What follows belongs to an exercise in optimizing a design on an open flow for a short achievable clock period and few clock cycles; a production flow would make more cautious choices.
The RTL was checked by simulation tests, not by an equivalence proof against the original design.
Power figures rest on the tool's default switching activity, not on a simulated workload.

==> branch onyx <==
==> flow/design.v (excerpt) <==
module processor (
    input  logic        clock,
    input  logic        reset,
    output logic [31:0] address_imem,
    input  logic [31:0] q_imem,
    output logic [31:0] address_dmem,
    output logic [31:0] data,
    output logic        wren,
    input  logic [31:0] q_dmem,
    output logic        ctrl_write_enable,
    output logic [4:0]  ctrl_write_reg,
    output logic [4:0]  ctrl_read_reg_a,
    output logic [4:0]  ctrl_read_reg_b,
    output logic [31:0] data_write_reg,
    input  logic [31:0] data_read_reg_a,
    input  logic [31:0] data_read_reg_b
);
    logic [16:0] pc_lo;
    logic [14:0] pc_hi;
    logic [31:0] d_ir;        
    logic        d_v;         
    logic [4:0]  d_rb;        
    logic [31:0] d_pc;        
    logic [16:0] d_blo;       
    logic        d_bc;        
    logic [31:0] x_a;
    logic [31:0] x_b;
    logic [31:0] x_bn;        
    logic [31:0] x_addr;      
    logic [4:0]  x_rd;        
    logic        x_we;        
    logic        x_tadd;      
    logic        x_tsub;      
    logic [1:0]  x_exc;       
    logic        x_add, x_sub, x_and, x_or, x_sll, x_sra;
    logic [4:0]  x_sh;
    logic        x_lw, x_sw, x_bne, x_blt;
    logic [31:0] x_alt;       
    logic        w_we;
    logic [4:0]  w_rd;
    logic [31:0] w_res;
    logic        redirect;
    logic        stall;
    logic [4:0]  f_op;
    logic        f_jump, f_bne, f_rdb;
    logic [14:0] f_hiep, f_hiem;
    logic [16:0] f_lo1, f_blo;
    logic        f_c1, f_bc, f_neg;
    logic        u0, u1, u2, u3, u4, u5, u10, u11, u12, u13, u14, u15;
    assign address_imem = {pc_hi, pc_lo};
    assign f_op   = q_imem[31:27];
    assign f_jump = (f_op == cpu_pkg::op_j) || (f_op == cpu_pkg::op_jal);
    assign f_bne  = (f_op == cpu_pkg::op_bne);
    assign f_rdb  = (f_op == cpu_pkg::op_sw) || (f_op == cpu_pkg::op_bne) || (f_op == cpu_pkg::op_blt);
    assign f_neg  = q_imem[16];
    kadd #(.W(17)) u_lo1 (.a(pc_lo), .b(17'd0), .cin(1'b1), .sum(f_lo1), .cm(u0), .cout(f_c1));
    kadd #(.W(17)) u_btgt (.a(pc_lo), .b(q_imem[16:0]), .cin(1'b1), .sum(f_blo), .cm(u1), .cout(f_bc));
    kadd #(.W(15)) u_hiep (.a(pc_hi), .b(15'd0), .cin(1'b1), .sum(f_hiep), .cm(u2), .cout(u3));
  ...
clock: 9.0 ns
lec_check: 0
cap_margin: 20
core_margin: 2
core_utilization: 40
slew_margin: 20
synth_hierarchical: 1
synth_minimum_keep_size: 0
standard.sh (not shown) runs the stock make flow with config.mk's settings and CLKGATE_MAP_FILE= SYNTH_SCRIPT=/design/flow/synth_recipe.tcl, a recipe that flattens the netlist after the stock synthesis.
==> flow/flow/run.sh <==
#!/bin/bash
set -euo pipefail
bash standard.sh SETUP_SLACK_MARGIN=6 finish > standard_flow.log 2>&1
==> branch cedar (differences from branch onyx) <==
--- a/flow/design.v
+++ b/flow/design.v
@@ -97,21 +97,27 @@
                     inv_cell ug (.a(g[l][i]), .y(g[l+1][i]));
                     assign p[l+1][i] = ~p[l][i];
                 end
             end
         end
     endgenerate
-    if (L % 2 == 0) begin : fin_t
-        assign sum  = p[0][W:1] ^ g[L][W-1:0];
-        assign cm   = g[L][W-1];
-        assign cout = g[L][W];
-    end else begin : fin_n
-        assign sum  = p[0][W:1] ^ ~g[L][W-1:0];
-        assign cm   = ~g[L][W-1];
-        assign cout = ~g[L][W];
-    end
+    wire [W:0] c;
+    generate
+        for (i = 0; i <= W; i++) begin : fin
+            localparam int LV = (i < 1) ? 0 : (i < 2) ? 1 : (i < 4) ? 2 : (i < 8) ? 3 :
+                                (i < 16) ? 4 : (i < 32) ? 5 : 6;
+            if (LV % 2 == 0) begin : t
+                assign c[i] = g[LV][i];
+            end else begin : n
+                assign c[i] = ~g[LV][i];
+            end
+        end
+    endgenerate
+    assign sum  = p[0][W:1] ^ c[W-1:0];
+    assign cm   = c[W-1];
+    assign cout = c[W];
 endmodule
 module fmux #(
     parameter int W = 32
 ) (
     input  logic         s,
     input  logic [W-1:0] a,      
@@ -173,12 +179,33 @@
     input  logic [W-1:0] oth,
     input  logic [W-1:0] old,
     output logic [W-1:0] y
 );
     assign y = ({W{s_sum}} & sum) | ({W{s_diff}} & diff) | ({W{s_oth}} & oth) | ({W{s_old}} & old);
 endmodule
+module op_pick (
+    input  logic [4:0] op,
+    input  logic       stall,
+    input  logic       redirect,
+    input  logic       reset,
+    output logic       y
+);
+    assign y = (op == 5'd2) && !stall && !redirect && !reset;
+endmodule
+module ovf_calc (
+    input  logic a31,
+    input  logic b31,
+    input  logic bn31,
+    input  logic sum_cm,     
+    input  logic diff_cm,    
+    input  logic tadd,
+    input  logic tsub,
+    output logic ovf
+);
+    assign ovf = (tadd && (a31 == b31) && (sum_cm != a31)) || (tsub && (a31 == bn31) && (diff_cm != a31));
+endmodule
 `timescale 1ns/100ps
 `default_nettype none
 module processor (
     input  logic        clock,
     input  logic        reset,
     output logic [31:0] address_imem,
@@ -234,33 +261,32 @@
     assign f_rdb  = (f_op == cpu_pkg::op_sw) || (f_op == cpu_pkg::op_bne) || (f_op == cpu_pkg::op_blt);
     assign f_neg  = q_imem[16];
     kadd #(.W(17)) u_lo1 (.a(pc_lo), .b(17'd0), .cin(1'b1), .sum(f_lo1), .cm(u0), .cout(f_c1));
     kadd #(.W(17)) u_btgt (.a(pc_lo), .b(q_imem[16:0]), .cin(1'b1), .sum(f_blo), .cm(u1), .cout(f_bc));
     kadd #(.W(15)) u_hiep (.a(pc_hi), .b(15'd0), .cin(1'b1), .sum(f_hiep), .cm(u2), .cout(u3));
     kadd #(.W(15)) u_hiem (.a(pc_hi), .b(15'h7fff), .cin(1'b0), .sum(f_hiem), .cm(u4), .cout(u5));
-    logic [16:0] f_lo_seq, f_lo_pred, f_lo_next;
-    logic [14:0] f_hi_seq, f_hi_pred, f_hi_next;
-    logic        f_pick;
-    assign f_pick   = f_bne && !stall;
-    assign f_lo_seq = stall ? pc_lo : (f_jump ? q_imem[16:0] : f_lo1);
-    fmux #(.W(17)) u_lop (.s(f_pick), .a(f_blo), .b(f_lo_seq), .y(f_lo_pred));
-    fmux #(.W(17)) u_lor (.s(redirect), .a(x_alt[16:0]), .b(f_lo_pred), .y(f_lo_next));
-    assign f_hi_seq = stall ? pc_hi : (f_jump ? {5'b0, q_imem[26:17]} : (f_c1 ? f_hiep : pc_hi));
-    logic [14:0] f_hi_c1, f_hi_c0;
-    assign f_hi_c1 = !f_pick ? f_hi_seq : (f_neg ? pc_hi : f_hiep);
-    assign f_hi_c0 = !f_pick ? f_hi_seq : (f_neg ? f_hiem : pc_hi);
-    fmux #(.W(15)) u_hip (.s(f_bc), .a(f_hi_c1), .b(f_hi_c0), .y(f_hi_pred));
-    fmux #(.W(15)) u_hir (.s(redirect), .a(x_alt[31:17]), .b(f_hi_pred), .y(f_hi_next));
+    logic        f_sel_b;
+    logic [16:0] f_lo_e, f_lo_next;
+    logic [14:0] f_hi_next;
+    op_pick u_opp (.op(f_op), .stall(stall), .redirect(redirect), .reset(reset), .y(f_sel_b));
+    assign f_lo_e  = reset ? 17'd0 : redirect ? x_alt[16:0] : stall ? pc_lo :
+                     f_jump ? q_imem[16:0] : f_lo1;
+    logic        f_sel_hb, f_hi_rr;
+    logic [14:0] f_hi_e, f_hi_c1, f_hi_c0, f_hi_b, f_hi_rv;
+    assign f_sel_hb = f_bne && !stall;
+    assign f_hi_e   = stall ? pc_hi : f_jump ? {5'b0, q_imem[26:17]} : (f_c1 ? f_hiep : pc_hi);
+    assign f_hi_c1  = f_sel_hb ? (f_neg ? pc_hi : f_hiep) : f_hi_e;
+    assign f_hi_c0  = f_sel_hb ? (f_neg ? f_hiem : pc_hi) : f_hi_e;
+    assign f_hi_rr  = reset || redirect;
+    assign f_hi_rv  = reset ? 15'd0 : x_alt[31:17];
+    fmux #(.W(17)) u_lop (.s(f_sel_b), .a(f_blo), .b(f_lo_e), .y(f_lo_next));
+    fmux #(.W(15)) u_hip (.s(f_bc), .a(f_hi_c1), .b(f_hi_c0), .y(f_hi_b));
+    fmux #(.W(15)) u_hir (.s(f_hi_rr), .a(f_hi_rv), .b(f_hi_b), .y(f_hi_next));
     always_ff @(posedge clock) begin
-        if (reset) begin
-            pc_lo <= '0;
-            pc_hi <= '0;
-        end else begin
-            pc_lo <= f_lo_next;
-            pc_hi <= f_hi_next;
-        end
+        pc_lo <= f_lo_next;
+        pc_hi <= f_hi_next;
     end
     always_ff @(posedge clock) begin
         if (reset || redirect) begin
             d_v <= 1'b0;
         end else if (!stall) begin
             d_v <= 1'b1;
@@ -306,14 +332,15 @@
     assign d_alt = d_bne ? d_pc1 : d_btgt;   
     logic        ma_x, ma_x30, mb_x, mb_x30, ma_w, mb_w, a_imm, b_imm;
     logic [31:0] x_res;       
     logic [31:0] other;       
     logic [31:0] sum, diff;
     logic        x_ovf;
+    logic        ovf_a, ovf_b, ovf_bn, ovf_w;   
     logic [31:0] old_a, old_b, vno_a, vov_a, vno_b, vov_b;
-    logic [31:0] fa, fb, fbn, fa_agu;
+    logic [31:0] fa, fb, fbn;
     logic [31:0] exc_v;
     assign a_imm  = d_jal;               
     assign b_imm  = d_jal || d_addi;     
     logic        ma_x_r, mb_x_r, ma_x30_r, mb_x30_r, ma_w_r, mb_w_r;
     logic [4:0]  q_rs, q_rb;
     logic        d_xwe, d_xtrap, x_trap;
@@ -353,20 +380,21 @@
                            .sum(sum), .diff(diff), .oth(other), .old(old_a), .y(vno_a));
     assign vov_a = (ma_x30 && !a_imm) ? exc_v : old_a;
     fwd4 #(.W(32)) u_vnob (.s_sum(mb_x && !b_imm && x_add), .s_diff(mb_x && !b_imm && x_sub),
                            .s_oth(mb_x && !b_imm), .s_old(!(mb_x && !b_imm)),
                            .sum(sum), .diff(diff), .oth(other), .old(old_b), .y(vno_b));
     assign vov_b = (mb_x30 && !b_imm) ? exc_v : old_b;
-    fmux  #(.W(32)) u_fa  (.s(x_ovf), .a(vov_a), .b(vno_a), .y(fa));
-    fmux  #(.W(32)) u_fb  (.s(x_ovf), .a(vov_b), .b(vno_b), .y(fb));
-    fmuxi #(.W(32)) u_fbn (.s(x_ovf), .a(vov_b), .b(vno_b), .y(fbn));
-    logic [31:0] d_agu;
-    logic        u16, u17;
-    assign fa_agu = (ma_x && x_lw) ? q_dmem : ma_w ? w_res : data_read_reg_a;
-    kadd #(.W(32)) u_agu (.a(fa_agu), .b(d_simm), .cin(1'b0), .sum(d_agu), .cm(u16), .cout(u17));
-    assign stall = d_v && (d_lw || d_sw) && ((ma_x && !x_lw) || ma_x30);
+    fmux  #(.W(32)) u_fa  (.s(ovf_a), .a(vov_a), .b(vno_a), .y(fa));
+    fmux  #(.W(32)) u_fb  (.s(ovf_b), .a(vov_b), .b(vno_b), .y(fb));
+    fmuxi #(.W(32)) u_fbn (.s(ovf_bn), .a(vov_b), .b(vno_b), .y(fbn));
+    logic [31:0] d_agu_r, d_agu_w, d_agu;
+    logic        u16, u17, u18a, u19a;
+    kadd #(.W(32)) u_agur (.a(data_read_reg_a), .b(d_simm), .cin(1'b0), .sum(d_agu_r), .cm(u16), .cout(u17));
+    kadd #(.W(32)) u_aguw (.a(w_res), .b(d_simm), .cin(1'b0), .sum(d_agu_w), .cm(u18a), .cout(u19a));
+    fmux #(.W(32)) u_agu (.s(ma_w), .a(d_agu_w), .b(d_agu_r), .y(d_agu));
+    assign stall = d_v && (d_lw || d_sw) && (ma_x || ma_x30);
     always_ff @(posedge clock) begin
         x_a    <= fa;
         x_b    <= fb;
         x_bn   <= fbn;
         x_addr <= d_agu;
         x_rd   <= d_dest;
@@ -408,12 +436,20 @@
     logic        add_ovf, sub_ovf, ne, lt;
     kadd #(.W(32)) u_add (.a(x_a), .b(x_b), .cin(1'b0), .sum(sum), .cm(sum_cm), .cout(u18));
     kadd #(.W(32)) u_sub (.a(x_a), .b(x_bn), .cin(1'b1), .sum(diff), .cm(diff_cm), .cout(u19));
     assign add_ovf = (x_a[31] == x_b[31]) && (sum_cm != x_a[31]);
     assign sub_ovf = (x_a[31] == x_bn[31]) && (diff_cm != x_a[31]);
     assign x_ovf   = (x_tadd && add_ovf) || (x_tsub && sub_ovf);
+    ovf_calc u_ova  (.a31(x_a[31]), .b31(x_b[31]), .bn31(x_bn[31]), .sum_cm(sum_cm), .diff_cm(diff_cm),
+                     .tadd(x_tadd), .tsub(x_tsub), .ovf(ovf_a));
+    ovf_calc u_ovb  (.a31(x_a[31]), .b31(x_b[31]), .bn31(x_bn[31]), .sum_cm(sum_cm), .diff_cm(diff_cm),
+                     .tadd(x_tadd), .tsub(x_tsub), .ovf(ovf_b));
+    ovf_calc u_ovbn (.a31(x_a[31]), .b31(x_b[31]), .bn31(x_bn[31]), .sum_cm(sum_cm), .diff_cm(diff_cm),
+                     .tadd(x_tadd), .tsub(x_tsub), .ovf(ovf_bn));
+    ovf_calc u_ovw  (.a31(x_a[31]), .b31(x_b[31]), .bn31(x_bn[31]), .sum_cm(sum_cm), .diff_cm(diff_cm),
+                     .tadd(x_tadd), .tsub(x_tsub), .ovf(ovf_w));
     assign sra_res = $signed(x_a) >>> x_sh;
     assign sll_res = x_a << x_sh;
     always_comb begin
         other = '0;
         if (x_and) other = other | (x_a & x_b);
         if (x_or)  other = other | (x_a | x_b);
@@ -429,13 +465,13 @@
     assign lt = !cmp_c;
     assign redirect = (x_bne && !ne) || (x_blt && lt);
     assign address_dmem = x_addr;
     assign data         = x_b;
     assign wren         = x_sw;
     logic [31:0] w_res_next;
-    fmux #(.W(32)) u_wres (.s(x_ovf), .a(exc_v), .b(x_res), .y(w_res_next));
+    fmux #(.W(32)) u_wres (.s(ovf_w), .a(exc_v), .b(x_res), .y(w_res_next));
     always_ff @(posedge clock) begin
         w_res <= w_res_next;
         w_rd  <= x_ovf ? 5'd30 : x_rd;
         if (reset) begin
             w_we <= 1'b0;
         end else begin
==> flow/flow/run.sh (replaced) <==
#!/bin/bash
set -euo pipefail
bash standard.sh SETUP_SLACK_MARGIN=6 "BUFFER_PORTS_ARGS=-buffer_cell sky130_fd_sc_hd__buf_4" finish \
    > standard_flow.log 2>&1
==> results.txt <==
In branch cedar the final cell count is smaller than in branch onyx, by 0.53%. In branch onyx the sequential power is larger than in branch cedar, by about 4%. In branch cedar the fmax is larger than in branch onyx, by about 7%. In branch cedar the non-clock buffer count is lower than in branch onyx, by 136. Against branch cedar, the first-iteration DRC count of branch onyx is higher by 2.4%. In branch onyx the hold slack is worse than in branch cedar, by 0.013 ns. Of branch onyx and branch cedar, branch onyx has the higher wire length (gap 6.2%, measured against branch cedar). In flip-flop and latch count, branch onyx and branch cedar do not differ. Of branch onyx and branch cedar, branch cedar has the higher area after synthesis (gap about 3.4%, measured against branch cedar). Against branch onyx, the sequential share of layout area of branch cedar is higher by 0.30 points. Of branch onyx and branch cedar, branch onyx has the higher clock skew (gap 0.016 ns).
Testbench counts of branch onyx, summed over its fixed seeds: cycles 43,862.
Testbench counts of branch cedar, summed over its fixed seeds: cycles 43,862.

==> re-timing with driven ports <==
The flow's constraints put no driver on any port. The routed layouts listed below were extracted and timed again, unchanged, in two steps. Step 1 (the two cells are an assumption about what drives the block):
set clk [get_ports {clock}]
set_driving_cell -lib_cell sky130_fd_sc_hd__clkbuf_16 $clk
set_driving_cell -lib_cell sky130_fd_sc_hd__buf_2 [delete_from_list [all_inputs] $clk]
Step 2 adds t to the input delays and takes it off the output delays; t is the mean of the earliest and latest rising clock arrival at the registers after step 1. Input paths then give back, and output paths get back, about the clock's delay inside the block. Three values: ideal ports, drivers, drivers and shift; two values: the first two.
run	shift t [ns]	slack for setup (ns)	worst register clock-pin slew, ns	worst data-port slew with drivers (ns)	pins driven straight from the clock port
branch onyx	0.720	5.528 / 5.571 / 4.850	0.07 / 0.07	0.15	1
branch cedar	0.674	5.755 / 5.694 / 5.020	0.07 / 0.07	0.17	1
After both steps every run listed still meets setup and hold. The setup slack of branch cedar, which loses most, moves by -0.061 ns with the drivers and by -0.735 ns with both steps.
